From an optimization exercise on the open Yosys and OpenROAD flow, aimed at small area; shortcuts taken in it are not production practice. The RTL was checked by simulation tests, not by an equivalence proof against the original design. No activity file was given, so power comes from the tool's default toggle rates.

<file path="design/flow/config.mk">
export PLATFORM = sky130hd
export DESIGN_NAME = spec_monitor_top
export DESIGN_NICKNAME = spec_monitor_top
export VERILOG_FILES = /design/flow/design.v
export SDC_FILE = /design/flow/constraint.sdc
export NUM_CORES = 4
export LEC_CHECK = 0
export CAP_MARGIN = 20
export CORE_MARGIN = 2
export CORE_UTILIZATION = 45
export PLACE_DENSITY = 0.6
export SLEW_MARGIN = 20
export SYNTH_HIERARCHICAL = 1
export SYNTH_MINIMUM_KEEP_SIZE = 0
</file>
<file path="design/flow/constraint.sdc">
create_clock -name core_clock -period 5.0 [get_ports {logfn_lineSync}]
set_input_delay 1.0000 -clock core_clock [delete_from_list [all_inputs] [get_ports {logfn_lineSync}]]
set_output_delay 1.0000 -clock core_clock [all_outputs]
set_load 0.01 [all_outputs]
</file>
<file path="design/flow/design.v">
`default_nettype none
package spec_pkg;
    localparam int BIN_BITS  = 5;    
    localparam int ROW_BITS  = 3;    
    localparam int AMPL_BITS = 8;    
    typedef logic [AMPL_BITS-1:0] ampl_t;    
    typedef logic [BIN_BITS-1:0]  bin_t;     
    typedef logic [ROW_BITS-1:0]  row_t;     
    typedef struct packed {
        bin_t  bin;
        ampl_t ampl;
    } bin_sample_t;
    typedef struct packed {
        bin_t  addr;     
        ampl_t ampl;
        logic  close;    
        logic  decay;    
    } bin_req_t;
    typedef struct packed {
        bin_t  addr;
        ampl_t spec;      
        ampl_t peak;      
        logic  spec_en;
        logic  peak_en;
    } spec_wr_t;
    typedef struct packed {
        ampl_t spec;
        ampl_t peak;
        ampl_t wf;
    } disp_rd_t;
    typedef enum logic [1:0] {
        RMW_IDLE,
        RMW_FETCH,
        RMW_WRITE
    } rmw_state_t;
endpackage
`default_nettype wire
`timescale 1ns/1ps
`default_nettype none
module sm_or32_bit (
    input  wire logic [31:0] i_d,
    input  wire logic [31:0] i_sel,
    output logic      [3:0]  o_or
);
    for (genvar i = 0; i < 4; i++)
    begin : g_q
        assign o_or[i] = |(i_d[8*i +: 8] & i_sel[8*i +: 8]);
    end
endmodule
module sm_or16_bit (
    input  wire logic [15:0] i_d,
    input  wire logic [15:0] i_sel,
    output logic      [1:0]  o_or
);
    for (genvar i = 0; i < 2; i++)
    begin : g_q
        assign o_or[i] = |(i_d[8*i +: 8] & i_sel[8*i +: 8]);
    end
endmodule
module sm_insert (
    input  wire logic       i_ins,
    input  wire logic       i_keep,
    input  wire logic [7:0] i_new,
    input  wire logic [7:0] i_prev,
    output logic      [7:0] o_next
);
    assign o_next = ({8{i_ins}} & i_new) | ({8{i_keep}} & i_prev);
endmodule
`default_nettype wire
`timescale 1ns/1ps
`default_nettype none
module spec_monitor_top #(
    parameter int WF_LINE_DIV = 4,   
    parameter int DECAY_BITS  = 3    
) (
    input  wire logic                  logfn_lineSync,
    input  wire logic                  global_rst,
    input  wire logic                  i_bin_valid,
    input  wire spec_pkg::bin_sample_t i_bin,
    input  wire logic                  i_frame_sync,
    input  wire logic                  i_line_done,
    input  wire spec_pkg::bin_t        i_rd_addr,
    input  wire spec_pkg::row_t        i_rd_row,
    output spec_pkg::disp_rd_t         o_rd
);
    localparam int NB    = 2 ** spec_pkg::BIN_BITS;
    localparam int NR    = 2 ** spec_pkg::ROW_BITS;
    localparam int NI    = NB / 2;                       
    localparam int MSB   = spec_pkg::BIN_BITS - 1;
    localparam int DW    = spec_pkg::AMPL_BITS;
    localparam int DIV_W = (WF_LINE_DIV > 1) ? $clog2(WF_LINE_DIV) : 1;
    logic rst;
    assign rst = global_rst;
    logic                  sync_q;
    logic [DECAY_BITS-1:0] decay_ctr;
    logic [2:0]            stb;          
    logic                  pend;         
    logic                  rst_q;        
    spec_pkg::bin_t        ph;           
    spec_pkg::bin_req_t    req;          
    spec_pkg::bin_req_t    req_d;        
    spec_pkg::row_t        wr_line;
    spec_pkg::row_t        wr_line_d;
    logic                  odd_now;
    always_ff @(posedge logfn_lineSync)
    begin
        rst_q <= rst;
        if (rst)
        begin
            sync_q    <= 1'b0;
            decay_ctr <= '0;
            stb       <= '0;
            pend      <= 1'b0;
            ph        <= '0;
        end
        else
        begin
            sync_q <= i_frame_sync;
            if (i_frame_sync & ~sync_q)
            begin
                decay_ctr <= decay_ctr - 1'b1;
            end
            stb  <= {stb[1:0], i_bin_valid};
            pend <= stb[2] & ~odd_now;
            ph   <= ph + 1'b1;
        end
    end
    always_ff @(posedge logfn_lineSync)
    begin
        if (i_bin_valid)
        begin
            req.addr  <= {~i_bin.bin[MSB], i_bin.bin[MSB-1:0]};
            req.ampl  <= i_bin.ampl;
            req.close <= i_frame_sync;
            req.decay <= (decay_ctr == '0);
        end
    end
    always_ff @(posedge logfn_lineSync)
    begin
        req_d     <= req;
        wr_line_d <= wr_line;
    end
    logic [DIV_W-1:0] line_div;
    always_ff @(posedge logfn_lineSync)
    begin
        if (rst)
        begin
            line_div <= '0;
            wr_line  <= '0;
        end
        else if (i_line_done)
        begin
            if (line_div == DIV_W'(WF_LINE_DIV - 1))
            begin
                line_div <= '0;
                wr_line  <= wr_line + 1'b1;
            end
            else
            begin
                line_div <= line_div + 1'b1;
            end
        end
    end
    spec_pkg::bin_req_t act;
    spec_pkg::row_t     act_row;
    spec_pkg::bin_t     act_pos;         
    logic               wr;
    spec_pkg::bin_t     ins_stage;
    assign act       = pend ? req_d : req;
    assign act_row   = pend ? wr_line_d : wr_line;
    assign act_pos   = act.addr + ph;
    assign odd_now   = act_pos[0];
    assign wr        = pend | (stb[2] & odd_now);
    assign ins_stage = act_pos + 1'b1;
    logic [DW-1:0] sp [NB];
    logic [DW-1:0] pk [NB];
    logic [DW-1:0] wf [NR][NB];
    logic [NI-1:0]   sel_e;
    logic [1:0][1:0][DW-1:0] old_or;
    spec_pkg::ampl_t old_spec;
    spec_pkg::ampl_t old_peak;
    spec_pkg::ampl_t new_spec;
    spec_pkg::ampl_t new_peak;
    logic [DW-1:0]   new_spec_g;
    logic [DW-1:0]   new_peak_g;
    for (genvar j = 0; j < NI; j++)
    begin : g_sel_e
        assign sel_e[j] = (act_pos[MSB:1] == (MSB)'(j));
    end
    for (genvar b = 0; b < DW; b++)
    begin : g_old
        logic [NI-1:0] d_sp;
        logic [NI-1:0] d_pk;
        for (genvar j = 0; j < NI; j++)
        begin : g_j
            assign d_sp[j] = sp[2*j+1][b];
            assign d_pk[j] = pk[2*j+1][b];
        end
        sm_or16_bit u_sp (.i_d(d_sp), .i_sel(sel_e), .o_or({old_or[0][1][b], old_or[0][0][b]}));
        sm_or16_bit u_pk (.i_d(d_pk), .i_sel(sel_e), .o_or({old_or[1][1][b], old_or[1][0][b]}));
    end
    assign old_spec   = old_or[0][0] | old_or[0][1];
    assign old_peak   = old_or[1][0] | old_or[1][1];
    assign new_spec   = act.close ? '0 : ((old_spec < act.ampl) ? act.ampl : old_spec);
    assign new_peak   = (old_spec < old_peak) ? (old_peak - spec_pkg::ampl_t'(act.decay)) : old_spec;
    assign new_spec_g = new_spec & {DW{~rst}};
    assign new_peak_g = new_peak & {DW{~rst}};
    logic [NI-1:0] ins_sp;
    logic [NI-1:0] ins_pk;
    logic [NI-1:0] ins_wf [NR];
    logic [NI-1:0] keep_sp;
    logic [NI-1:0] keep_pk;
    logic [NI-1:0] keep_wf [NR];
    logic          clr;                  
    assign clr = rst | rst_q;
    for (genvar j = 0; j < NI; j++)
    begin : g_ins
        assign ins_sp[j] = wr && (ins_stage[MSB:1] == (MSB)'(j));
        assign ins_pk[j]  = ins_sp[j] & act.close;
        assign keep_sp[j] = ~ins_sp[j] & ~clr;
        assign keep_pk[j] = ~ins_pk[j] & ~clr;
        for (genvar r = 0; r < NR; r++)
        begin : g_row
            assign ins_wf[r][j]  = ins_sp[j] && (act_row == spec_pkg::row_t'(r));
            assign keep_wf[r][j] = ~ins_wf[r][j] & ~clr;
        end
    end
    for (genvar k = 0; k < NB; k++)
    begin : g_stage
        if (k % 2 == 1)
        begin : g_pass
            always_ff @(posedge logfn_lineSync)
            begin
                sp[k] <= sp[k-1];
                pk[k] <= pk[k-1];
                for (int r = 0; r < NR; r++)
                begin
                    wf[r][k] <= wf[r][k-1];
                end
            end
        end
        else
        begin : g_insert
            localparam int KP = (k + NB - 1) % NB;
            logic [DW-1:0] nx_sp;
            logic [DW-1:0] nx_pk;
            logic [DW-1:0] nx_wf [NR];
            sm_insert u_sp (.i_ins(ins_sp[k/2]), .i_keep(keep_sp[k/2]), .i_new(new_spec_g),
                            .i_prev(sp[KP]), .o_next(nx_sp));
            sm_insert u_pk (.i_ins(ins_pk[k/2]), .i_keep(keep_pk[k/2]), .i_new(new_peak_g),
                            .i_prev(pk[KP]), .o_next(nx_pk));
            for (genvar r = 0; r < NR; r++)
            begin : g_row
                sm_insert u_wf (.i_ins(ins_wf[r][k/2]), .i_keep(keep_wf[r][k/2]), .i_new(new_spec_g),
                                .i_prev(wf[r][KP]), .o_next(nx_wf[r]));
            end
            always_ff @(posedge logfn_lineSync)
            begin
                sp[k] <= nx_sp;
                pk[k] <= nx_pk;
                for (int r = 0; r < NR; r++)
                begin
                    wf[r][k] <= nx_wf[r];
                end
            end
        end
    end
    spec_pkg::row_t rd_line;
    spec_pkg::bin_t rd_pos;
    logic [NB-1:0]  sel_d;
    logic [NR-1:0]  sel_r;
    logic           hit;
    logic           hit_wf;
    logic [3:0][DW-1:0] rd_sp_or;
    logic [3:0][DW-1:0] rd_pk_or;
    logic [NR-1:0][DW-1:0] rd_wf_r;
    spec_pkg::ampl_t rd_sp;
    spec_pkg::ampl_t rd_pk;
    spec_pkg::ampl_t rd_wf;
    assign rd_line = wr_line - spec_pkg::row_t'(1) - i_rd_row;
    assign rd_pos  = i_rd_addr + ph;
    for (genvar k = 0; k < NB; k++)
    begin : g_sel_d
        assign sel_d[k] = (rd_pos == spec_pkg::bin_t'(k));
    end
    for (genvar r = 0; r < NR; r++)
    begin : g_sel_r
        assign sel_r[r] = (rd_line == spec_pkg::row_t'(r));
    end
    for (genvar b = 0; b < DW; b++)
    begin : g_rd
        logic [NB-1:0] d_sp;
        logic [NB-1:0] d_pk;
        for (genvar k = 0; k < NB; k++)
        begin : g_k
            assign d_sp[k] = sp[k][b];
            assign d_pk[k] = pk[k][b];
        end
        sm_or32_bit u_sp (.i_d(d_sp), .i_sel(sel_d),
                          .o_or({rd_sp_or[3][b], rd_sp_or[2][b], rd_sp_or[1][b], rd_sp_or[0][b]}));
        sm_or32_bit u_pk (.i_d(d_pk), .i_sel(sel_d),
                          .o_or({rd_pk_or[3][b], rd_pk_or[2][b], rd_pk_or[1][b], rd_pk_or[0][b]}));
        for (genvar r = 0; r < NR; r++)
        begin : g_r
            logic [NB-1:0] d_wf;
            for (genvar k = 0; k < NB; k++)
            begin : g_k
                assign d_wf[k] = wf[r][k][b];
            end
            logic [3:0] q;
            sm_or32_bit u_wf (.i_d(d_wf), .i_sel(sel_d), .o_or(q));
            assign rd_wf_r[r][b] = (|q) & sel_r[r];
        end
    end
    assign rd_sp = rd_sp_or[0] | rd_sp_or[1] | rd_sp_or[2] | rd_sp_or[3];
    assign rd_pk = rd_pk_or[0] | rd_pk_or[1] | rd_pk_or[2] | rd_pk_or[3];
    assign rd_wf = rd_wf_r[0] | rd_wf_r[1] | rd_wf_r[2] | rd_wf_r[3] |
                   rd_wf_r[4] | rd_wf_r[5] | rd_wf_r[6] | rd_wf_r[7];
    assign hit    = pend && (i_rd_addr == req_d.addr);
    assign hit_wf = hit && (rd_line == wr_line_d);
    always_ff @(posedge logfn_lineSync)
    begin
        o_rd.spec <= rst_q ? '0 : hit ? new_spec : rd_sp;
        o_rd.peak <= rst_q ? '0 : (hit && req_d.close) ? new_peak : rd_pk;
        o_rd.wf   <= rst_q ? '0 : hit_wf ? new_spec : rd_wf;
    end
endmodule
`default_nettype wire
</file>
<file path="design/flow/run.sh">
#!/bin/bash
# synth_recipe.tcl (not shown) runs the flow's synth.tcl, then flattens the netlist and writes it again
# the make line also repeats each setting of config.mk as NAME=value (left out here)
make -C /OpenROAD-flow-scripts/flow DESIGN_CONFIG=/design/flow/config.mk WORK_HOME=/design/flow/orfs CLKGATE_MAP_FILE= SYNTH_SCRIPT=/design/flow/synth_recipe.tcl finish
</file>
==> results of run 1 <==
logic make-up (layout without fill, tap and decap cells):
kind of cell | count (synthesis) | in the layout | share of synthesized area
AO/OA/AOI/OAI | 3032 | 3032 | 0.2814
multiplexers | 35 | 35 | 0.004414
adder cells (fa/ha/maj) | 34 | 34 | 0.005233
flip-flops | 2636 | 2636 | 0.6182
XOR/XNOR | 36 | 36 | 0.004195
buffers and inverters | 419 | 1624 | 0.03515
AND/OR/NAND/NOR | 824 | 824 | 0.05139
other | 0 | 4 | 0
synthesized netlist by cell type (3+ instances only):
cell type	number	share of area
or2_2	5	0.00037
a21o_1	5	0.00044
a22oi_1	1408	0.12
o31ai_1	7	0.00061
nand2_1	88	0.0039
or4_1	8	0.00070
inv_1	15	0.00066
xnor2_1	17	0.0017
clkbuf_1	53	0.0023
buf_1	5	0.00022
buf_2	185	0.011
fa_1	3	0.00070
nand4_2	4	0.00058
nand3_1	13	0.00076
nand2b_1	7	0.00051
a211oi_1	10	0.00088
nor4_1	42	0.0031
o21ai_1	4	0.00023
mux2_2	16	0.0021
edfxtp_1	15	0.0053
o21ai_0	15	0.00088
buf_6	160	0.021
nor3_1	3	0.00018
mux2i_1	17	0.0020
and2_1	13	0.00095
or2_1	5	0.00037
a221oi_1	65	0.0067
o22ai_1	90	0.0066
a31oi_1	4	0.00029
and3_1	7	0.00051
a22o_1	1280	0.13
o41ai_1	34	0.0035
dfxtp_1	2621	0.61
nor2b_1	12	0.00088
xor2_1	14	0.0014
ha_1	31	0.0045
a21oi_1	101	0.0059
nor2_1	244	0.011
nand4_1	362	0.026
critical path, delay by kind of cell:
family	cells	cell delay, ps
AO/OA/AOI/OAI	6	1540
adder cells (fa/ha/maj)	2	750
AND/OR/NAND/NOR	4	1140
buffers and inverters	5	1420
XOR/XNOR	1	350
power by group:
group / switching (mW) / internal, mW / leakage, nW
Clock: 8.56 / 13.0 / 4.68
Sequential: 0.0242 / 21.1 / 21.3
Combinational: 2.39 / 1.14 / 15.4
through the flow:
step	TNS, ps	power, mW
final	-325410	46.21
after global routing	-444700	47.11
after floorplan	-1391160	22.61
after global placement	-362530	24.55
after detailed placement	-414240	24.57
after CTS	-201480	46.07
repair_timing:
item | in CTS | in global routing
setup endpoints to repair | 1297 | 1297
hold endpoints to repair | 0 | 0
pin swaps | 99 | 73
resized for setup | 141 | 59
cloned | 28 | 4
buffers inserted | 71 | 17
layout make-up:
type	count	area, sq um
antenna	4	10.01
clock buffer	404	8358
multi-input combinational	3961	30840
timing repair buffer	1128	11870
fill	15472	81260
clock inverter	77	1126
tap	2511	3142
sequential	2636	52920
inverter	15	56.30
per-layer routing:
| metal | part of all wire | routed length (microns) | GRT usage |
|---|---|---|---|
| met3 | 0.11 | 41440 | 0.09100 |
| met5 | 0.00020 | 73 | 0 |
| met1 | 0.38 | 141700 | 0.4732 |
| met2 | 0.42 | 155700 | 0.5433 |
| met4 | 0.081 | 30030 | 0.2445 |
registers in the layout, summed over array words and instances (netlist names):
register,cells
req,15
decay_ctr,3
ph,5
stb,3
wr_line_d,3
wr_line,3
wf,2048
sync_q,1
pend,1
line_div,2
o_rd,24
pk,256
req_d,15
sp,256
rst_q,1
Yosys stat by module (local to each module, per instance):
| module | copies in the design | flip-flops and latches | cells inside | area (sq um) |
|---|---|---|---|---|
| spec_monitor_top | 1 | 2636 | 3656 | 59010 |
| sm_or16_bit | 16 | 0 | 10 | 72.57 |
| sm_insert | 160 | 0 | 10 | 86.33 |
| sm_or32_bit | 80 | 0 | 20 | 145.1 |
how the worst max path moves through the flow:
stage                       from    endpoint  slack (ps)  cells after the start
floorplan                   pend    sp[0][0]       -1160                     23
detailed placement  i_rd_addr[0]     o_rd[2]       -1380                     18
finish              i_rd_addr[0]     o_rd[6]        -430                     18
global placement    i_rd_addr[0]     o_rd[2]       -1450                     18
global route             req[10]  wf[194][1]        -470                     27
CTS                      req[10]  wf[148][1]        -300                     27
==> impl_results.md, run 1 <==
* Run status: finished with violations
* Reasons for failing layout checks: setup timing
* Clock network latency to the later pin of the worst-skew pair at 940 ps
* Final critical-path setup slack at -427.5 ps
* Final-report hold violation count at 0
* Post-synthesis net count at 7,076
* Maximum ir drop on the vdd rail at 0.3394 mV
* Placed Cells incl. Taps at 10,134
* RePlAce Congestion at 1.020
* Vias in the first global route at 71,237
* Worst hold path cell count at 0
* Instance area after placement at slightly below 100,000 sq um
* Number of levels the H-tree was split into at 5
* Yosys warning total at 33
* P_leak at between 40 and 50 nW
* Worst R2R Setup Slack at -400 ps
* Final-report max-slew violation count at 0
* Mean routed wirelength per cell at about 34 microns
* Setup repair after global routing missed its margin: true
* Number of design-rule violations left by the first detailed-router iteration at 10,350
* Leftover overflow at the end of global routing at 0
* Fraction of the yosys area taken by sequential cells at 0.6182
* Length in cells of the worst reg-to-reg path at 26
* R2R Path End: wf[148][3]
* Origin of the worst min-delay path: wf[202][5]
* Net count of the finished layout at slightly above 8,000
* Cell seen most often among critical-path stages: buf_4
* Clock Path Buffers at 4
* Clock tree root buffer cell: clkbuf_16
* Data arrival time of the critical path at 6240 ps
* Fin Clk Skew at 60.60 ps
* Layout Area Growth over Synthesis at 26.55%
* Headroom to the max-slew limit at 0.1913
* Router iterations before antenna repair at 8
* Total number of placement rows at 160
* Worst Path Class, Setup: in2reg
* Pin count of the biggest net entering global routing at between 50 and 60
* TritonCTS Buffers at 283
* Yosys reg bits at 2,636
* Period utilisation layout at 1.085
* Critical path capture point type: register
* Final core utilization at 0.5714
* Critical Path Slowest Stage Cell: nor2_4
* Critical register-to-register path startpoint: req[10]
* Total I/O pin count at 50
* Global-route total usage across every layer at 0.3668
* Series of cell instances along the critical path: clkdlybuf4s50_1, ha_1, fa_1, a21o_1, a21oi_1, xor2_1, nand2_1, buf_4, nor2_4, buf_12, buf_4, a22oi_1, nand4_1, nor4_1, buf_4, o22ai_1, o31ai_1, o21ai_0
* Critical path fanouts, max at 20
* Clock-pin slew on the worst setup and hold paths at approximately 70 ps
* First-pass GRT wire length at 517.3 mm
* Clock period minus worst slack at between 5000 and 6000 ps
* Main flop type after synthesis: dfxtp_1
* Number of antenna violations at the first check in global routing at 17
* Die ar. at 193,700 sq um
* Most frequent cells in the layout: 2,620 x dfxtp_1, 1,385 x a22oi_1, 1,268 x a22o_1
* Area of the core at roughly 190,000 sq um
* Worst hold path type: reg2reg
* Leading cell type in the layout, fill and taps excluded: dfxtp_1
* Final Instance Area at around 110,000 sq um
* Post-synth EDFFs at 15
* DRC violation count after routing at 0
* Initial core utilization at 0.4515
* Non-filler instance count after layout at 10,736
* Total length of routed wires at 369.0 mm
* Share of synthesized flip-flops with an asynchronous set or reset at 0
* Die boundary height at roughly 440 microns
* Hold-critical path endpoint: wf[203][5]
* Setup violators final at 1,293
* Sinks on Clock Net at between 2,000 and 3,000
* Port Buffer Count at 49
* Synthesized area per cell at 12.20 sq um
* Number of max-cap violations at 0
* Worst slack on hold paths at ~310 ps
* Startpoint type of the worst setup path: input port
* Overall die width at 440.1 microns
* Via count at between 70,000 and 80,000
* Layout cell share with drive strength beyond 1 at 0.2091
* Clock tree from TritonCTS: done
* Post-Syn Area at approximately 86,000 sq um
* Vias per std cell at 6.771
* Quantity of hold-fixing buffers added after cts at 0
* Req. time, crit path at 5810 ps
* Unique cell type count in the Yosys netlist at 59
* DPL Wire Length at between 200 and 300 mm
* Total power per unit cell area at 426.6 nW/um^2
* Least-Margin Pin Slew at 1213 ps
* Maximum clock frequency at 184.2 MHz
* CP max stage delay at 820 ps
* Remaining number of nets flagged by the antenna check after routing at 0
* Setup slack after placement at -1382 ps
* Number of instances in the synthesized netlist at 7,016
==> run 2: changes to the inputs <==
--- a/design/flow/design.v
+++ b/design/flow/design.v
@@ -96,3 +96,2 @@
     logic [2:0]            stb;          
-    logic                  pend;         
     logic                  rst_q;        
@@ -100,6 +99,2 @@
     spec_pkg::bin_req_t    req;          
-    spec_pkg::bin_req_t    req_d;        
-    spec_pkg::row_t        wr_line;
-    spec_pkg::row_t        wr_line_d;
-    logic                  odd_now;
     always_ff @(posedge logfn_lineSync)
@@ -112,3 +107,2 @@
             stb       <= '0;
-            pend      <= 1'b0;
             ph        <= '0;
@@ -122,5 +116,4 @@
             end
-            stb  <= {stb[1:0], i_bin_valid};
-            pend <= stb[2] & ~odd_now;
-            ph   <= ph + 1'b1;
+            stb <= {stb[1:0], i_bin_valid};
+            ph  <= ph + 1'b1;
         end
@@ -137,8 +130,7 @@
     end
-    always_ff @(posedge logfn_lineSync)
-    begin
-        req_d     <= req;
-        wr_line_d <= wr_line;
-    end
     logic [DIV_W-1:0] line_div;
+    spec_pkg::row_t   wr_line;
+    spec_pkg::row_t   wr_line_nx;        
+    assign wr_line_nx = (i_line_done && (line_div == DIV_W'(WF_LINE_DIV - 1))) ?
+                        (wr_line + 1'b1) : wr_line;
     always_ff @(posedge logfn_lineSync)
@@ -163,13 +155,2 @@
     end
-    spec_pkg::bin_req_t act;
-    spec_pkg::row_t     act_row;
-    spec_pkg::bin_t     act_pos;         
-    logic               wr;
-    spec_pkg::bin_t     ins_stage;
-    assign act       = pend ? req_d : req;
-    assign act_row   = pend ? wr_line_d : wr_line;
-    assign act_pos   = act.addr + ph;
-    assign odd_now   = act_pos[0];
-    assign wr        = pend | (stb[2] & odd_now);
-    assign ins_stage = act_pos + 1'b1;
     logic [DW-1:0] sp [NB];
@@ -177,2 +158,4 @@
     logic [DW-1:0] wf [NR][NB];
+    spec_pkg::bin_t  cur_pos;            
+    logic            cap;                
     logic [NI-1:0]   sel_e;
@@ -183,7 +166,7 @@
     spec_pkg::ampl_t new_peak;
-    logic [DW-1:0]   new_spec_g;
-    logic [DW-1:0]   new_peak_g;
+    assign cur_pos = req.addr + ph;
+    assign cap     = (stb[1] | stb[2]) & ~cur_pos[0];
     for (genvar j = 0; j < NI; j++)
     begin : g_sel_e
-        assign sel_e[j] = (act_pos[MSB:1] == (MSB)'(j));
+        assign sel_e[j] = (cur_pos[MSB:1] == (MSB)'(j));
     end
@@ -195,4 +178,4 @@
         begin : g_j
-            assign d_sp[j] = sp[2*j+1][b];
-            assign d_pk[j] = pk[2*j+1][b];
+            assign d_sp[j] = sp[2*j][b];
+            assign d_pk[j] = pk[2*j][b];
         end
@@ -201,8 +184,32 @@
     end
-    assign old_spec   = old_or[0][0] | old_or[0][1];
-    assign old_peak   = old_or[1][0] | old_or[1][1];
-    assign new_spec   = act.close ? '0 : ((old_spec < act.ampl) ? act.ampl : old_spec);
-    assign new_peak   = (old_spec < old_peak) ? (old_peak - spec_pkg::ampl_t'(act.decay)) : old_spec;
-    assign new_spec_g = new_spec & {DW{~rst}};
-    assign new_peak_g = new_peak & {DW{~rst}};
+    assign old_spec = old_or[0][0] | old_or[0][1];
+    assign old_peak = old_or[1][0] | old_or[1][1];
+    assign new_spec = req.close ? '0 : ((old_spec < req.ampl) ? req.ampl : old_spec);
+    assign new_peak = (old_spec < old_peak) ? (old_peak - spec_pkg::ampl_t'(req.decay)) : old_spec;
+    logic                 wr_q;          
+    logic                 late_q;        
+    logic                 close_q;
+    spec_pkg::bin_t       addr_q;
+    logic [MSB-1:0]       ins_q;         
+    spec_pkg::row_t       row_q;
+    spec_pkg::ampl_t      new_spec_q;
+    spec_pkg::ampl_t      new_peak_q;
+    spec_pkg::bin_t       ins_pos;
+    assign ins_pos = cur_pos + spec_pkg::bin_t'(2);
+    always_ff @(posedge logfn_lineSync)
+    begin
+        wr_q <= cap & ~rst;
+        if (cap)
+        begin
+            late_q     <= stb[2];
+            close_q    <= req.close;
+            addr_q     <= req.addr;
+            ins_q      <= ins_pos[MSB:1];
+            row_q      <= stb[2] ? wr_line : wr_line_nx;
+            new_spec_q <= new_spec;
+            new_peak_q <= new_peak;
+        end
+    end
+    logic [DW-1:0] new_spec_g;
+    logic [DW-1:0] new_peak_g;
     logic [NI-1:0] ins_sp;
@@ -214,7 +221,9 @@
     logic          clr;                  
-    assign clr = rst | rst_q;
+    assign clr        = rst | rst_q;
+    assign new_spec_g = new_spec_q & {DW{~rst}};
+    assign new_peak_g = new_peak_q & {DW{~rst}};
     for (genvar j = 0; j < NI; j++)
     begin : g_ins
-        assign ins_sp[j] = wr && (ins_stage[MSB:1] == (MSB)'(j));
-        assign ins_pk[j]  = ins_sp[j] & act.close;
+        assign ins_sp[j]  = wr_q && (ins_q == (MSB)'(j));
+        assign ins_pk[j]  = ins_sp[j] & close_q;
         assign keep_sp[j] = ~ins_sp[j] & ~clr;
@@ -223,3 +232,3 @@
         begin : g_row
-            assign ins_wf[r][j]  = ins_sp[j] && (act_row == spec_pkg::row_t'(r));
+            assign ins_wf[r][j]  = ins_sp[j] && (row_q == spec_pkg::row_t'(r));
             assign keep_wf[r][j] = ~ins_wf[r][j] & ~clr;
@@ -318,9 +327,9 @@
                    rd_wf_r[4] | rd_wf_r[5] | rd_wf_r[6] | rd_wf_r[7];
-    assign hit    = pend && (i_rd_addr == req_d.addr);
-    assign hit_wf = hit && (rd_line == wr_line_d);
+    assign hit    = wr_q && late_q && (i_rd_addr == addr_q);
+    assign hit_wf = hit && (rd_line == row_q);
     always_ff @(posedge logfn_lineSync)
     begin
-        o_rd.spec <= rst_q ? '0 : hit ? new_spec : rd_sp;
-        o_rd.peak <= rst_q ? '0 : (hit && req_d.close) ? new_peak : rd_pk;
-        o_rd.wf   <= rst_q ? '0 : hit_wf ? new_spec : rd_wf;
+        o_rd.spec <= rst_q ? '0 : hit ? new_spec_q : rd_sp;
+        o_rd.peak <= rst_q ? '0 : (hit && close_q) ? new_peak_q : rd_pk;
+        o_rd.wf   <= rst_q ? '0 : hit_wf ? new_spec_q : rd_wf;
     end
--- a/design/flow/config.mk
+++ b/design/flow/config.mk
@@ -10,2 +10,4 @@
 export CORE_UTILIZATION = 45
+export CTS_BUF_LIST = sky130_fd_sc_hd__clkbuf_4 sky130_fd_sc_hd__clkbuf_8
+export GPL_TIMING_DRIVEN = 0
 export PLACE_DENSITY = 0.6
==> impl_results.md, run 2 <==
* CP max stage delay at 750 ps
* Startpoint type of the worst setup path: input port
* Net count of the finished layout at 7,692
* DRC violation count after routing at 0
* Worst Path Class, Setup: in2reg
* Series of cell instances along the critical path: clkdlybuf4s50_1, ha_1, fa_1, a21o_1, a21oi_4, xnor2_2, nand2_2, nor2_4, buf_12, buf_16, buf_12, a22oi_1, nand4_1, o41ai_1, o2111ai_1, nor4_2, nor3_2
* Clock tree root buffer cell: clkbuf_8
* Yosys warning total at 33
* Total power per unit cell area at just over 400 nW/um^2
* Final core utilization at 0.5535
* Layout cell share with drive strength beyond 1 at 0.1895
* Share of synthesized flip-flops with an asynchronous set or reset at 0
* Dominant cell by count in the synthesized netlist: dfxtp_1
* Least-Margin Pin Slew at ~1100 ps
* Total length of routed wires at approximately 330 mm
* Post-synth EDFFs at 45
* Die boundary height at between 400 and 500 microns
* Global-route total usage across every layer at 0.3349
* Reasons for failing layout checks: setup timing
* Area of the core at 187,400 sq um
* Number of levels the H-tree was split into at 5
* Period utilisation layout at 1.018
* Req. time, crit path at 5900 ps
* Port Buffer Count at 49
* Clock network latency to the later pin of the worst-skew pair at 1100 ps
* First-pass GRT wire length at 470.8 mm
* Layout Area Growth over Synthesis at 22.37%
* Clock tree from TritonCTS: done
* Vias per std cell at roughly 6.5
* Number of max-cap violations at 0
* Final-report hold violation count at 0
* Main flop type after synthesis: dfxtp_1
* Top post-synthesis cells by area: dfxtp_1 61%, a22o_1 13%, a22oi_1 12%, nand4_1 2.6%, buf_6 2.1%
* Fin Clk Skew at 55.70 ps
* Clock-pin slew on the worst setup and hold paths at 60 ps
* DPL Wire Length at 220.3 mm
* Worst slack on hold paths at 313.3 ps
* Registers with the most flip-flops: wf: 2048 flops, pk: 256 flops, sp: 256 flops
* Initial core utilization at 0.4523
* Clock Path Buffers at 4
* Critical path capture point type: register
* TritonCTS Buffers at 418
* Synthesized area per cell at 12.30 sq um
* Number of design-rule violations left by the first detailed-router iteration at 8,373
* Clock period minus worst slack at ~5000 ps
* Setup violators final at 3
* Sum Neg Setup Slack at -240.1 ps
* Critical path fanouts, max at 19
* Largest area contributor in the synthesized netlist: dfxtp_1
* Total power consumption of the routed design at 42.85 mW
* Headroom to the max-slew limit at 0.2406
* Mean routed wirelength per cell at 31.92 microns
* Cell seen most often among critical-path stages: buf_12
* Post-Syn Area at about 85,000 sq um
* Overall die width at between 400 and 500 microns
* Remaining number of nets flagged by the antenna check after routing at 0
* Register with the most flip-flops: wf
* Maximum ir drop on the vdd rail at slightly above 0.3 mV
* Top post-synthesis cells by count: 2,603 x dfxtp_1, 1,408 x a22oi_1, 1,280 x a22o_1
* Sinks on Clock Net at 2,648
* Critical Path Slowest Stage Cell: o41ai_1
* Yosys reg bits at 2,648
* Pin count of the biggest net entering global routing at 25
* Share of the synthesized area in the top cell type at 0.6148
* Total I/O pin count at 50
* Final-report max-slew violation count at 0
* Via count at just under 70,000
* Vias in the first global route at 67,758
* Number of antenna violations at the first check in global routing at 14
* Leftover overflow at the end of global routing at 0
* Post-synthesis net count at 6,956
* Most frequent cells in the layout: 2,603 x dfxtp_1, 1,408 x a22oi_1, 1,280 x a22o_1
* Leading cell type in the layout, fill and taps excluded: dfxtp_1
* Largest register FFs at just over 2,000
* Total number of placement rows at 159
* Fraction of the yosys area taken by sequential cells at 0.6307
* Setup slack after placement at -1983 ps
* RePlAce Congestion at 0.8963
* Die ar. at 191,900 sq um
* Worst hold path type: reg2reg
* P_leak at 39.44 nW
* Number of inserted filler cells in the final layout at 15,770
* Number of instances in the synthesized netlist at 6,893
* Maximum clock frequency at approximately 200 MHz
* Router iterations before antenna repair at 7
* Run status: finished with violations
* Final critical-path setup slack at -90.03 ps
* Unique cell type count in the Yosys netlist at 50
* Data arrival time of the critical path at 5990 ps
-- run 2: cell types whose count changed after synthesis, sizes merged, moves of 27 or more --
| cell | delta |
|---|---|
| nor2 | +168 |
| edfxtp | +30 |
| a221oi | -65 |
| nand2 | -49 |
| o22ai | -70 |
| buf | -27 |
| a21oi | -94 |
-- run 2: stage by stage --
step,cells,cell area (sq um)
final,10446,103700
after global routing,10438,103700
after CTS,10422,103300
after detailed placement,9665,93900
after global placement,9437,88380
after floorplan,6893,84760
-- run 2: power breakdown --
group	leakage (nW)	internal, mW	switching (mW)
Sequential	21.4	21.2	0.0309
Combinational	13.3	0.612	1.69
Clock	4.75	10.8	8.47
Total	39.4	32.7	10.2
-- run 2: cell type report --
| type | instances | area, sq um | area share |
|---|---|---|---|
| Clock inverter | 54 | 390.4 | 0.003763 |
| Sequential cell | 2648 | 53460 | 0.5154 |
| Timing Repair Buffer | 316 | 5803 | 0.05595 |
| Inverter | 41 | 153.9 | 0.001484 |
| Clock buffer | 677 | 8461 | 0.08157 |
| Antenna cell | 11 | 27.53 | 0.0002654 |
| Multi-Input combinational cell | 3832 | 29490 | 0.2843 |
| Tap cell | 2495 | 3122 | 0.03010 |
| Buffer | 372 | 2820 | 0.02719 |
-- run 2: path summary, 6_finish.rpt --
kind	startpoint	slack [ps]	to	cells past startpoint
worst min-delay path	wf[62][0]	310	wf[63][0]	0
worst min register to register	wf[62][0]	310	wf[63][0]	0
worst max-delay path	i_rd_addr[0]	-90	o_rd[0]	17
worst max register to register	ph[0]	0	o_rd[0]	16
-- run 2: worst max-delay path, delay by kind of cell --
family / cells / cell delay, ps
adders and majority gates: 2 / 690
buffers and inverters: 4 / 1020
xor gates and xnor gates: 1 / 170
AOI/OAI and AO/OA: 5 / 1720
and+or+nand+nor: 5 / 1310
-- run 2: modules after synthesis, one instance, submodules excluded --
module,cell area [sq um],cells,flip-flops and latches
sm_or16_bit,72.57,10,0
sm_or32_bit,145.1,20,0
sm_insert,86.33,10,0
spec_monitor_top,58180,3533,2648
-- run 2: timing repair --
| item | 4_1_cts | 5_1_grt |
|---|---|---|
| resized for setup | 61 | 45 |
| endpoints found under the hold margin | 0 | 0 |
| setup buffers | 26 | 13 |
| pin swaps | 14 | 18 |
| hold buffers | 0 | 0 |
| endpoints found under the setup margin | 24 | 24 |
-- run 2: cells by family (layout without fill, tap and decap cells) --
kind of cell,Yosys count,count (layout),synth area share
adders and majority gates,37,37,0.005727
DFF,2648,2648,0.6307
buffers and inverters,413,1460,0.03487
xor gates and xnor gates,36,36,0.004059
and+or+nand+nor,968,968,0.05842
other,0,11,0
AOI/OAI and AO/OA,2781,2781,0.2650
muxes,10,10,0.001181
-- run 2: metal layers --
layer / up-vias / GRT usage / wire (microns)
met3: 1058 / 0.1045 / 40770
met1: 33410 / 0.4409 / 131700
met2: 4652 / 0.4844 / 140600
met5: - / 0 / 310
met4: 16 / 0.1922 / 20100
li1: 28939 / - / -
==> run 3: changes to the inputs <==
--- a/design/flow/design.v
+++ b/design/flow/design.v
@@ -59,2 +59,11 @@
 endmodule
+module sm_dec32 (
+    input  wire logic [4:0]  i_pos,
+    output logic      [31:0] o_sel
+);
+    for (genvar k = 0; k < 32; k++)
+    begin : g_k
+        assign o_sel[k] = (i_pos == 5'(k));
+    end
+endmodule
 module sm_insert (
@@ -278,3 +287,2 @@
     spec_pkg::bin_t rd_pos;
-    logic [NB-1:0]  sel_d;
     logic [NR-1:0]  sel_r;
@@ -284,3 +292,2 @@
     logic [3:0][DW-1:0] rd_pk_or;
-    logic [NR-1:0][DW-1:0] rd_wf_r;
     spec_pkg::ampl_t rd_sp;
@@ -290,5 +297,8 @@
     assign rd_pos  = i_rd_addr + ph;
-    for (genvar k = 0; k < NB; k++)
-    begin : g_sel_d
-        assign sel_d[k] = (rd_pos == spec_pkg::bin_t'(k));
+    logic [NB-1:0] sel_sp;
+    logic [NB-1:0] sel_wf [3];
+    sm_dec32 u_dec_sp (.i_pos(rd_pos), .o_sel(sel_sp));
+    for (genvar g = 0; g < 3; g++)
+    begin : g_dec
+        sm_dec32 u_dec (.i_pos(rd_pos), .o_sel(sel_wf[g]));
     end
@@ -302,2 +312,5 @@
         logic [NB-1:0] d_pk;
+        logic [NB-1:0] q_wf;             
+        logic [NB-1:0] s_wf;
+        logic [3:0]    o_wf;
         for (genvar k = 0; k < NB; k++)
@@ -307,5 +320,5 @@
         end
-        sm_or32_bit u_sp (.i_d(d_sp), .i_sel(sel_d),
+        sm_or32_bit u_sp (.i_d(d_sp), .i_sel(sel_sp),
                           .o_or({rd_sp_or[3][b], rd_sp_or[2][b], rd_sp_or[1][b], rd_sp_or[0][b]}));
-        sm_or32_bit u_pk (.i_d(d_pk), .i_sel(sel_d),
+        sm_or32_bit u_pk (.i_d(d_pk), .i_sel(sel_sp),
                           .o_or({rd_pk_or[3][b], rd_pk_or[2][b], rd_pk_or[1][b], rd_pk_or[0][b]}));
@@ -318,6 +331,7 @@
             end
-            logic [3:0] q;
-            sm_or32_bit u_wf (.i_d(d_wf), .i_sel(sel_d), .o_or(q));
-            assign rd_wf_r[r][b] = (|q) & sel_r[r];
+            sm_or32_bit u_wf (.i_d(d_wf), .i_sel(sel_wf[r / 3]), .o_or(q_wf[4*r +: 4]));
+            assign s_wf[4*r +: 4] = {4{sel_r[r]}};
         end
+        sm_or32_bit u_row (.i_d(q_wf), .i_sel(s_wf), .o_or(o_wf));
+        assign rd_wf[b] = |o_wf;
     end
@@ -325,4 +339,2 @@
     assign rd_pk = rd_pk_or[0] | rd_pk_or[1] | rd_pk_or[2] | rd_pk_or[3];
-    assign rd_wf = rd_wf_r[0] | rd_wf_r[1] | rd_wf_r[2] | rd_wf_r[3] |
-                   rd_wf_r[4] | rd_wf_r[5] | rd_wf_r[6] | rd_wf_r[7];
     assign hit    = wr_q && late_q && (i_rd_addr == addr_q);
--- a/design/flow/config.mk
+++ b/design/flow/config.mk
@@ -10,3 +10,4 @@
 export CORE_UTILIZATION = 45
-export CTS_BUF_LIST = sky130_fd_sc_hd__clkbuf_4 sky130_fd_sc_hd__clkbuf_8
+export CTS_CLUSTER_DIAMETER = 100
+export CTS_CLUSTER_SIZE = 30
 export GPL_TIMING_DRIVEN = 0
==> impl_results.md, run 3 <==
* Run status: finished with violations
* Reasons for failing layout checks: setup timing
* Pin count of the biggest net entering global routing at 33
* First-pass GRT wire length at roughly 450 mm
* Register with the most flip-flops: wf
* Non-filler instance count after layout at 9,979
* Synthesized area per cell at 12.14 sq um
* Total power per unit cell area at 347.1 nW/um^2
* Largest area contributor in the synthesized netlist: dfxtp_1
* Worst Path Class, Setup: reg2reg
* Post-Syn Area at 86,110 sq um
* Share of synthesized flip-flops with an asynchronous set or reset at 0
* Total I/O pin count at 50
* Net count of the finished layout at approximately 7,500
* Critical path fanouts, max at 16
* Setup slack after placement at -2095 ps
* Headroom to the max-slew limit at 0.2020
* Setup violators final at 2
* Critical Path Start: req[10]
* Switching part of the total at 0.2443
* Yosys reg bits at 2,648
* Die ar. at 194,900 sq um
* Clock tree root buffer cell: clkbuf_16
* Placed Cells incl. Taps at 9,847
* Layout Area Growth over Synthesis at 13.56%
* Share of the synthesized area in the top cell type at 0.6052
* Registers with the most flip-flops: wf: 2048 flops, pk: 256 flops, sp: 256 flops
* Worst R2R Setup Slack at -30 ps
* Port Buffer Count at just under 50
* Clock network latency to the later pin of the worst-skew pair at 820 ps
* Unique cell type count in the Yosys netlist at 54
* Maximum clock frequency at 198.9 MHz
* Initial core utilization at 0.4528
* Remaining number of nets flagged by the antenna check after routing at 0
* TritonCTS Buffers at a little under 100
* Number of design-rule violations left by the first detailed-router iteration at 8,493
* Top post-synthesis cells by area: dfxtp_1 61%, a22oi_1 13%, a22o_1 13%, nand4_1 2.8%, nor2_1 2.1%
* Sw Pwr at 8.291 mW
* Number of instances in the synthesized netlist at 7,091
* P_leak at 35.69 nW
* Area of the core at 190,200 sq um
* Most frequent cells in the layout: 2,603 x dfxtp_1, 1,519 x a22oi_1, 1,280 x a22o_1
* Yosys warning total at 34
* Vias per std cell at 6.626
* Length in cells of the worst reg-to-reg path at 16
* DRC violation count after routing at 0
* Startpoint type of the worst setup path: register
* Leftover overflow at the end of global routing at 0
* Total power consumption of the routed design at between 30 and 40 mW
* Dominant cell by count in the synthesized netlist: dfxtp_1
* Via count at 66,117
* Final critical-path setup slack at -26.83 ps
* Main flop type after synthesis: dfxtp_1
* Post-synth EDFFs at 45
* Sequential share of power at 0.625
* Fin Clk Skew at 57.36 ps
* Critical register-to-register path startpoint: req[10]
* Origin of the worst min-delay path: wf[28][6]
* Total length of routed wires at 313.8 mm
* Top post-synthesis cells by count: 2,603 x dfxtp_1, 1,536 x a22oi_1, 1,280 x a22o_1
* RePlAce Congestion at 0.9014
* Worst slack on hold paths at approximately 320 ps
* Wire length on met2 at 139.4 mm
* Final-report max-slew violation count at 0
* Number of inserted filler cells in the final layout at roughly 17,000
* Worst setup path endpoint: new_spec_q[7]
* Topmost layer with routed signal wires: met5
* Combinational group share of total power at 0.070
* Critical path capture point type: register
* DPL Wire Length at 216.4 mm
* Routed metal-1 wire length at 127.3 mm
* Global-route total usage across every layer at 0.3099
* Die boundary height at approximately 440 microns
* Number of max-cap violations at 0
* Router iterations before antenna repair at 9
* Fraction of the yosys area taken by sequential cells at 0.6208
* Wire length on met3 at 29.53 mm
* Total number of placement rows at 160
* Least-Margin Pin Slew at 1194 ps
* Cell internal power dissipation at 25.65 mW
* Overall die width at about 440 microns
* Number of levels the H-tree was split into at 3
* Area of the multi-input gates at approximately 31,000 sq um
* Clock tree from TritonCTS: done
* Clock period minus worst slack at about 5000 ps
* Leading cell type in the layout, fill and taps excluded: dfxtp_1
* Clock Path Buffers at 3
* Req. time, crit path at approximately 5600 ps
* Worst hold path type: reg2reg
* Post-synthesis net count at a little over 7,000
* Mean routed wirelength per cell at around 31 microns
* Data arrival time of the critical path at around 5600 ps
* Share of power burned in the clock network at 0.305
* Number of antenna violations at the first check in global routing at 11
* Total area of sequential cells at 53,460 sq um
* Largest register FFs at approximately 2,000
* Period utilisation layout at 1.005
* Maximum ir drop on the vdd rail at 0.3088 mV
* Clock-pin slew on the worst setup and hold paths at 120 ps
* Vias in the first global route at 63,641
* Final-report hold violation count at 0
* Layout cell share with drive strength beyond 1 at 0.1262
* Sinks on Clock Net at 2,648
* Sum Neg Setup Slack at -27.19 ps
* R2R Path End: new_spec_q[7]
[run 3: cell types whose count changed in the layout (fill, tap and decap cells not counted), moves of 23 or more]
cell and delta:
nor2_4 +38, clkinv_2 -43, a22oi_1 +111, buf_6 +39
clkbuf_16 +101, buf_8 +23, nand4_1 +30, clkbuf_8 -540
buf_12 -115, nor2_2 +58, clkbuf_4 -137
[run 3: worst min-delay path by stage]
stage | to | cells past startpoint
after floorplan | wf[101][0] | 0
after global placement | wf[123][3] | 0
after detailed placement | wf[197][7] | 0
after CTS | wf[221][3] | 0
after global routing | wf[221][3] | 0
final | wf[29][6] | 0
[run 3: logic make-up after synthesis]
| logic type | count (synthesis) | synth area share |
|---|---|---|
| compound gates | 2867 | 0.2687 |
| xor+xnor | 39 | 0.003967 |
| fa+ha+maj | 37 | 0.005623 |
| buf+inv | 415 | 0.03455 |
| flops | 2648 | 0.6208 |
| mux | 18 | 0.002456 |
| simple gates | 1067 | 0.06387 |
[run 3: cell type report]
class	instances	area share
inverters	31	0.001190
multi-input cells	4031	0.3156
repair buffers	255	0.04709
clock inverters	10	0.001766
clock buffers	114	0.02634
diodes	4	0.0001024
well taps	2511	0.03213
plain buffers	375	0.02911
flip-flops and latches	2648	0.5467
[run 3: timing repair]
| item | in CTS | in global routing |
|---|---|---|
| setup endpoints to repair | 23 | 21 |
| setup buffers | 7 | 3 |
| hold buffers | 0 | 0 |
| pin swaps | 15 | 12 |
| gates cloned | 0 | 3 |
| gates resized for setup | 67 | 26 |
[run 3: critical path, cell delays in order (launching register included)]
cell and delay [ps]:
edfxtp_1 530, ha_1 280, fa_1 440, a21o_1 180, a21oi_1 160, xnor2_1 160
buf_4 200, and3_2 640, a22oi_1 190, nand4_1 240, or2_4 200, ha_1 250
and3_4 170, a221o_1 370, a31oi_4 220, nor2_1 70, a211oi_1 440
[run 3: modules after synthesis (local to each module, per instance)]
module / times used / cell area, sq um / flops+latches / cells inside
sm_dec32: 4 / 221.5 / 0 / 47
sm_or32_bit: 88 / 145.1 / 0 / 20
sm_insert: 160 / 86.33 / 0 / 10
spec_monitor_top: 1 / 57480 / 2648 / 3383
sm_or16_bit: 16 / 72.57 / 0 / 10
[run 3: per-stage QoR]
| stage | cell area, sq um | utilization |
|---|---|---|
| floorplan | 86110 | - |
| global placement | 89740 | 0.4719 |
| detailed placement | 94660 | 0.4977 |
| CTS | 97650 | 0.5134 |
| global route | 97780 | 0.5142 |
| finish | 97790 | 0.5142 |
[run 3: routing by layer]
metal	track usage	vias to the layer above
li1	-	28623
met1	0.4208	33146
met2	0.4790	3644
met3	0.05454	700
met4	0.1465	4
met5	0	-
[run 3: power groups by stage]
stage	Clock (mW)	Combinational [mW]	Sequential, mW
after global routing	11.2	2.39	21.2
after global placement	0	1.67	21.7
final	10.4	2.37	21.2
after CTS	10.4	2.24	21.2
after floorplan	0	0.865	21.7
after detailed placement	0	2.20	21.7
==> run 4: changes to the inputs <==
--- a/design/flow/design.v
+++ b/design/flow/design.v
@@ -96,3 +96,3 @@
     localparam int NR    = 2 ** spec_pkg::ROW_BITS;
-    localparam int NI    = NB / 2;                       
+    localparam int NJ    = (NB + 1) / 3;                 
     localparam int MSB   = spec_pkg::BIN_BITS - 1;
@@ -104,4 +104,5 @@
     logic [DECAY_BITS-1:0] decay_ctr;
-    logic [2:0]            stb;          
+    logic [1:0]            stb;          
     logic                  rst_q;        
+    logic                  rst_qq;       
     spec_pkg::bin_t        ph;           
@@ -110,3 +111,4 @@
     begin
-        rst_q <= rst;
+        rst_q  <= rst;
+        rst_qq <= rst_q;
         if (rst)
@@ -125,3 +127,3 @@
             end
-            stb <= {stb[1:0], i_bin_valid};
+            stb <= {stb[0], i_bin_valid};
             ph  <= ph + 1'b1;
@@ -169,4 +171,4 @@
     logic            cap;                
-    logic [NI-1:0]   sel_e;
-    logic [1:0][1:0][DW-1:0] old_or;
+    logic [1:0][3:0][DW-1:0] old_or;
+    logic            byp;                
     spec_pkg::ampl_t old_spec;
@@ -175,29 +177,26 @@
     spec_pkg::ampl_t new_peak;
+    logic [NB-1:0]   sel_e;
     assign cur_pos = req.addr + ph;
-    assign cap     = (stb[1] | stb[2]) & ~cur_pos[0];
-    for (genvar j = 0; j < NI; j++)
-    begin : g_sel_e
-        assign sel_e[j] = (cur_pos[MSB:1] == (MSB)'(j));
-    end
+    assign cap     = stb[1];
+    sm_dec32 u_dec_e (.i_pos(cur_pos), .o_sel(sel_e));
     for (genvar b = 0; b < DW; b++)
     begin : g_old
-        logic [NI-1:0] d_sp;
-        logic [NI-1:0] d_pk;
-        for (genvar j = 0; j < NI; j++)
-        begin : g_j
-            assign d_sp[j] = sp[2*j][b];
-            assign d_pk[j] = pk[2*j][b];
+        logic [NB-1:0] d_sp;
+        logic [NB-1:0] d_pk;
+        for (genvar k = 0; k < NB; k++)
+        begin : g_k
+            assign d_sp[k] = sp[k][b];
+            assign d_pk[k] = pk[k][b];
         end
-        sm_or16_bit u_sp (.i_d(d_sp), .i_sel(sel_e), .o_or({old_or[0][1][b], old_or[0][0][b]}));
-        sm_or16_bit u_pk (.i_d(d_pk), .i_sel(sel_e), .o_or({old_or[1][1][b], old_or[1][0][b]}));
-    end
-    assign old_spec = old_or[0][0] | old_or[0][1];
-    assign old_peak = old_or[1][0] | old_or[1][1];
-    assign new_spec = req.close ? '0 : ((old_spec < req.ampl) ? req.ampl : old_spec);
-    assign new_peak = (old_spec < old_peak) ? (old_peak - spec_pkg::ampl_t'(req.decay)) : old_spec;
-    logic                 wr_q;          
-    logic                 late_q;        
+        sm_or32_bit u_sp (.i_d(d_sp), .i_sel(sel_e),
+                          .o_or({old_or[0][3][b], old_or[0][2][b], old_or[0][1][b], old_or[0][0][b]}));
+        sm_or32_bit u_pk (.i_d(d_pk), .i_sel(sel_e),
+                          .o_or({old_or[1][3][b], old_or[1][2][b], old_or[1][1][b], old_or[1][0][b]}));
+    end
+    logic                 wr_act;        
+    logic [1:0]           wr_cnt;        
+    logic                 wr_lg;         
     logic                 close_q;
     spec_pkg::bin_t       addr_q;
-    logic [MSB-1:0]       ins_q;         
+    logic [3:0]           ins_q;         
     spec_pkg::row_t       row_q;
@@ -205,14 +204,41 @@
     spec_pkg::ampl_t      new_peak_q;
-    spec_pkg::bin_t       ins_pos;
-    assign ins_pos = cur_pos + spec_pkg::bin_t'(2);
+    logic                 wr_q;          
+    spec_pkg::bin_t       x0;            
+    logic [1:0]           dly;
+    spec_pkg::bin_t       xj;
+    assign wr_q = wr_act & (wr_cnt == 2'd0);
+    assign byp  = wr_q && (addr_q == req.addr);
+    assign old_spec = byp ? new_spec_q :
+                      (old_or[0][0] | old_or[0][1] | old_or[0][2] | old_or[0][3]);
+    assign old_peak = (byp && close_q) ? new_peak_q :
+                      (old_or[1][0] | old_or[1][1] | old_or[1][2] | old_or[1][3]);
+    assign new_spec = req.close ? '0 : ((old_spec < req.ampl) ? req.ampl : old_spec);
+    assign new_peak = (old_spec < old_peak) ? (old_peak - spec_pkg::ampl_t'(req.decay)) : old_spec;
+    assign x0  = cur_pos + spec_pkg::bin_t'(2);
+    spec_pkg::bin_t       x1;
+    assign x1  = x0 + spec_pkg::bin_t'(1);
+    assign dly = (x0 % 3 == 0) ? 2'd0 : (x1 % 3 == 0) ? 2'd1 : 2'd2;
+    assign xj  = x0 + spec_pkg::bin_t'(dly);
     always_ff @(posedge logfn_lineSync)
     begin
-        wr_q <= cap & ~rst;
+        if (rst)
+        begin
+            wr_act <= 1'b0;
+        end
+        else if (cap)
+        begin
+            wr_act <= 1'b1;
+        end
+        else if (wr_q)
+        begin
+            wr_act <= 1'b0;
+        end
+        wr_lg  <= ~cap & wr_act;
+        wr_cnt <= cap ? dly : (wr_cnt - 2'd1);
         if (cap)
         begin
-            late_q     <= stb[2];
             close_q    <= req.close;
             addr_q     <= req.addr;
-            ins_q      <= ins_pos[MSB:1];
-            row_q      <= stb[2] ? wr_line : wr_line_nx;
+            ins_q      <= 4'(xj / 3);
+            row_q      <= wr_line_nx;
             new_spec_q <= new_spec;
@@ -223,15 +249,15 @@
     logic [DW-1:0] new_peak_g;
-    logic [NI-1:0] ins_sp;
-    logic [NI-1:0] ins_pk;
-    logic [NI-1:0] ins_wf [NR];
-    logic [NI-1:0] keep_sp;
-    logic [NI-1:0] keep_pk;
-    logic [NI-1:0] keep_wf [NR];
+    logic [NJ-1:0] ins_sp;
+    logic [NJ-1:0] ins_pk;
+    logic [NJ-1:0] ins_wf [NR];
+    logic [NJ-1:0] keep_sp;
+    logic [NJ-1:0] keep_pk;
+    logic [NJ-1:0] keep_wf [NR];
     logic          clr;                  
-    assign clr        = rst | rst_q;
+    assign clr        = rst | rst_q | rst_qq;
     assign new_spec_g = new_spec_q & {DW{~rst}};
     assign new_peak_g = new_peak_q & {DW{~rst}};
-    for (genvar j = 0; j < NI; j++)
+    for (genvar j = 0; j < NJ; j++)
     begin : g_ins
-        assign ins_sp[j]  = wr_q && (ins_q == (MSB)'(j));
+        assign ins_sp[j]  = wr_q && (ins_q == 4'(j));
         assign ins_pk[j]  = ins_sp[j] & close_q;
@@ -247,3 +273,4 @@
     begin : g_stage
-        if (k % 2 == 1)
+        localparam int KP = (k + NB - 1) % NB;
+        if ((k % 3 != 0) || (k == NB - 1))
         begin : g_pass
@@ -251,7 +278,7 @@
             begin
-                sp[k] <= sp[k-1];
-                pk[k] <= pk[k-1];
+                sp[k] <= sp[KP];
+                pk[k] <= pk[KP];
                 for (int r = 0; r < NR; r++)
                 begin
-                    wf[r][k] <= wf[r][k-1];
+                    wf[r][k] <= wf[r][KP];
                 end
@@ -261,3 +288,2 @@
         begin : g_insert
-            localparam int KP = (k + NB - 1) % NB;
             logic [DW-1:0] nx_sp;
@@ -265,5 +291,5 @@
             logic [DW-1:0] nx_wf [NR];
-            sm_insert u_sp (.i_ins(ins_sp[k/2]), .i_keep(keep_sp[k/2]), .i_new(new_spec_g),
+            sm_insert u_sp (.i_ins(ins_sp[k/3]), .i_keep(keep_sp[k/3]), .i_new(new_spec_g),
                             .i_prev(sp[KP]), .o_next(nx_sp));
-            sm_insert u_pk (.i_ins(ins_pk[k/2]), .i_keep(keep_pk[k/2]), .i_new(new_peak_g),
+            sm_insert u_pk (.i_ins(ins_pk[k/3]), .i_keep(keep_pk[k/3]), .i_new(new_peak_g),
                             .i_prev(pk[KP]), .o_next(nx_pk));
@@ -271,3 +297,3 @@
             begin : g_row
-                sm_insert u_wf (.i_ins(ins_wf[r][k/2]), .i_keep(keep_wf[r][k/2]), .i_new(new_spec_g),
+                sm_insert u_wf (.i_ins(ins_wf[r][k/3]), .i_keep(keep_wf[r][k/3]), .i_new(new_spec_g),
                                 .i_prev(wf[r][KP]), .o_next(nx_wf[r]));
@@ -339,3 +365,3 @@
     assign rd_pk = rd_pk_or[0] | rd_pk_or[1] | rd_pk_or[2] | rd_pk_or[3];
-    assign hit    = wr_q && late_q && (i_rd_addr == addr_q);
+    assign hit    = wr_act && wr_lg && (i_rd_addr == addr_q);
     assign hit_wf = hit && (rd_line == row_q);
@@ -343,5 +369,5 @@
     begin
-        o_rd.spec <= rst_q ? '0 : hit ? new_spec_q : rd_sp;
-        o_rd.peak <= rst_q ? '0 : (hit && close_q) ? new_peak_q : rd_pk;
-        o_rd.wf   <= rst_q ? '0 : hit_wf ? new_spec_q : rd_wf;
+        o_rd.spec <= (rst_q | rst_qq) ? '0 : hit ? new_spec_q : rd_sp;
+        o_rd.peak <= (rst_q | rst_qq) ? '0 : (hit && close_q) ? new_peak_q : rd_pk;
+        o_rd.wf   <= (rst_q | rst_qq) ? '0 : hit_wf ? new_spec_q : rd_wf;
     end
--- a/design/flow/config.mk
+++ b/design/flow/config.mk
@@ -12,3 +12,2 @@
 export CTS_CLUSTER_SIZE = 30
-export GPL_TIMING_DRIVEN = 0
 export PLACE_DENSITY = 0.6
==> impl_results.md, run 4 <==
* Dominant cell by count in the synthesized netlist: dfxtp_1
* Number of levels the H-tree was split into at 3
* Main flop type after synthesis: dfxtp_1
* Vias in the first global route at 65,438
* Fin Clk Skew at 25.50 ps
* Number of antenna violations at the first check in global routing at 6
* CP max stage delay at approximately 390 ps
* Total length of routed wires at 297.4 mm
* Worst R2R Setup Slack at -2650 ps
* Top post-synthesis cells by count: 2,606 x dfxtp_1, 1,664 x a22oi_1, 880 x a22o_1
* Wire length on met2 at roughly 130 mm
* Maximum ir drop on the vdd rail at 0.4821 mV
* Final critical-path setup slack at -2647 ps
* Non-filler instance count after layout at between 10,000 and 15,000
* DPL Wire Length at 207.7 mm
* Number of max-cap violations at 0
* Setup repair after global routing missed its margin: true
* P_leak at 37.53 nW
* Worst Path Class, Setup: reg2reg
* TritonCTS Buffers at 98
* Setup slack after placement at -2993 ps
* Die ar. at 191,000 sq um
* Total area of sequential cells at 53,490 sq um
* Cell seen most often among critical-path stages: ha_4
* Critical path fanouts, max at 5
* Registers with the most flip-flops: wf: 2048 flops, pk: 256 flops, sp: 256 flops
* Largest area contributor in the synthesized netlist: dfxtp_1
* Pin count of the biggest net entering global routing at 89
* Yosys reg bits at 2,650
* Die boundary height at 437 microns
* Setup violators final at 22
* Port Buffer Count at 49
* Top post-synthesis cells by area: dfxtp_1 62%, a22oi_1 15%, a22o_1 9.1%, nand4_1 3.1%, nor2_1 1.9%
* Largest register FFs at about 2,000
* Req. time, crit path at around 5500 ps
* Total I/O pin count at 50
* Leftover overflow at the end of global routing at 0
* Final core utilization at 0.5378
* Synthesized area per cell at 12.16 sq um
* DRC violation count after routing at 0
* Final-report hold violation count at 0
* Placed Cells incl. Taps at 10,228
* Clock network latency to the later pin of the worst-skew pair at 790 ps
* Share of the synthesized area in the top cell type at 0.6184
* Global-route total usage across every layer at 0.2988
* Total number of placement rows at 158
* Number of inserted filler cells in the final layout at around 16,000
* Vias per std cell at 6.373
* Final-report max-slew violation count at 0
* Critical path capture point type: register
* Worst hold path type: reg2reg
* Layout cell share with drive strength beyond 1 at 0.1870
* Routed metal-1 wire length at 124.3 mm
* Run status: finished with violations
* Reasons for failing layout checks: setup timing
* Router iterations before antenna repair at 19
* Wire length on met3 at 25.74 mm
* Number of instances in the synthesized netlist at ~7,000
* Overall die width at 437 microns
* Topmost layer with routed signal wires: met5
* Clock tree from TritonCTS: done
* Total power consumption of the routed design at 38.87 mW
* Headroom to the max-slew limit at 0.1945
* Total power per unit cell area at ~390 nW/um^2
* Clock-pin slew on the worst setup and hold paths at 110 ps
* Net count of the finished layout at approximately 8,000
* Fraction of the yosys area taken by sequential cells at 0.6340
* Yosys warning total at 29
* Clock Path Buffers at 3
* Area of the multi-input gates at 30,060 sq um
* Critical Path Slowest Stage Cell: edfxtp_1
* Share of synthesized flip-flops with an asynchronous set or reset at 0
* Remaining number of nets flagged by the antenna check after routing at 0
* Register with the most flip-flops: wf
* Sinks on Clock Net at 2,650
* Least-Margin Pin Slew at 1207 ps
* Post-synth EDFFs at 44
* First-pass GRT wire length at 434.5 mm
* Post-Syn Area at roughly 84,000 sq um
* Unique cell type count in the Yosys netlist at 75
* RePlAce Congestion at 0.9808
* Mean routed wirelength per cell at about 29 microns
* Number of design-rule violations left by the first detailed-router iteration at 7,895
* Via count at 66,222
* Clock tree root buffer cell: clkbuf_16
* Maximum clock frequency at 130.8 MHz
* Clock period minus worst slack at around 7600 ps
* Data arrival time of the critical path at 8180 ps
* Area of the core at 185,800 sq um
* Post-synthesis net count at 7,018
* Layout Area Growth over Synthesis at 18.45%
* Most frequent cells in the layout: 2,605 x dfxtp_1, 1,642 x a22oi_1, 936 x buf_4
* Initial core utilization at 0.4540
* Startpoint type of the worst setup path: register
* Leading cell type in the layout, fill and taps excluded: dfxtp_1
* Period utilisation layout at 1.529
run 4: cell types whose count changed in the layout (fill, tap and decap cells not counted), moves of 38 or more:
cell | previous run | this run
a22o_1 | 1280 | 880
nand2_1 | 13 | 59
buf_2 | 167 | 1
buf_16 | 92 | 0
nor2_4 | 73 | 26
a22oi_1 | 1519 | 1642
buf_4 | 18 | 936
buf_12 | 29 | 132
buf_6 | 199 | 17
clkbuf_1 | 44 | 6
run 4: path summary, 6_finish.rpt:
path / from / end / cells after the start
max: req[10] / ins_q[0] / 41
min: wf[131][0] / wf[132][0] / 0
max reg2reg: req[10] / ins_q[0] / 41
min reg2reg: wf[131][0] / wf[132][0] / 0
run 4: through the flow:
| stage | hold slack, ps | TNS (ps) | cell area, sq um |
|---|---|---|---|
| 3_5_place_dp | 335.5 | -25570 | 96050 |
| 5_1_grt | 348.7 | -18340 | 99920 |
| 6_report | 335.3 | -13630 | 99930 |
| 4_1_cts | 339.0 | -12080 | 99470 |
| 3_3_place_gp | 332.6 | -25230 | 96040 |
| 2_1_floorplan | 331.6 | -12720 | 84800 |
run 4: modules after synthesis, one instance, submodules excluded:
module | flip-flops and latches | times used | cell area (sq um)
sm_insert | 0 | 110 | 86.33
spec_monitor_top | 2650 | 1 | 58670
sm_or32_bit | 0 | 104 | 145.1
sm_dec32 | 0 | 5 | 221.5
run 4: kinds of logic (layout without fill, tap and decap cells):
group | after synthesis | in the layout | synth area share
XOR/XNOR | 52 | 52 | 0.006466
multiplexers | 29 | 29 | 0.003618
AND/OR/NAND/NOR | 1126 | 1126 | 0.07015
flip-flops | 2650 | 2650 | 0.6340
adder cells (fa/ha/maj) | 53 | 53 | 0.008216
AO/OA/AOI/OAI | 2685 | 2685 | 0.2508
buffers and inverters | 344 | 1312 | 0.02677
other | 0 | 4 | 0
run 4: worst max-delay path: cells and delay by family (launching register included):
kind | cells | cell delay (ps)
and+or+nand+nor | 10 | 1520
buffers and inverters | 7 | 620
adders and majority gates | 8 | 2040
DFF | 1 | 390
AOI/OAI and AO/OA | 9 | 1330
xor gates and xnor gates | 6 | 1140
muxes | 1 | 340
run 4: repair_timing:
item,4_1_cts,5_1_grt
endpoints found under the setup margin,22,28
pin swaps,60,57
resized for setup,100,71
hold buffers,0,0
setup buffers,35,14
run 4: where the power goes:
part / total, mW / switching [mW] / internal, mW / leakage, nW
combinational: 7.40 / 3.81 / 3.60 / 14.8
clock: 10.2 / 6.40 / 3.75 / 1.32
sequential: 21.3 / 0.0552 / 21.3 / 21.4
run 4: cell type report:
cell class / count / share of cell area
diodes: 4 / 0.0001002
clock buffers: 108 / 0.02577
clock inverters: 7 / 0.001002
inverters: 63 / 0.002479
multi-input cells: 3945 / 0.3008
flip-flops and latches: 2650 / 0.5353
well taps: 2480 / 0.03105
repair buffers: 1134 / 0.1035
run 4: per-layer routing:
metal | vias to the layer above | global-route usage
li1 | 29143 | -
met1 | 33015 | 0.4074
met2 | 3423 | 0.4726
met3 | 635 | 0.05152
met4 | 6 | 0.1147
met5 | - | 0

## port drivers added, routing unchanged
How much do the figures lean on ideal ports? The routed layouts below were timed once more, with nothing changed but the port constraints. Step 1 (the two cells are an assumption about what drives the block):
set clk [get_ports {logfn_lineSync}]
set_driving_cell -lib_cell sky130_fd_sc_hd__clkbuf_16 $clk
set_driving_cell -lib_cell sky130_fd_sc_hd__buf_2 [delete_from_list [all_inputs] $clk]
Step 2 adds t to the input delays and takes it off the output delays; t is the mean of the earliest and latest rising clock arrival at the registers after step 1. Input paths then give back, and output paths get back, about the clock's delay inside the block. Three values: ideal, step 1, step 2; two values: the first two.
run | t (ns) | setup slack, ns | hold slack, ns
run 1 | 1.010 | -0.427 / -0.399 / -1.361 | 0.313 / 0.313 / 0.313
run 2 | 1.141 | -0.090 / -0.060 / -1.201 | 0.313 / 0.313 / 0.313
run 3 | 0.873 | -0.027 / -0.027 / -0.807 | 0.320 / 0.320 / 0.320
run 4 | 0.869 | -2.647 / -2.647 / -2.647 | 0.335 / 0.335 / 0.335
For run 2, which loses most, drivers alone change the setup slack by +0.030 ns; drivers and shift together by -1.111 ns.
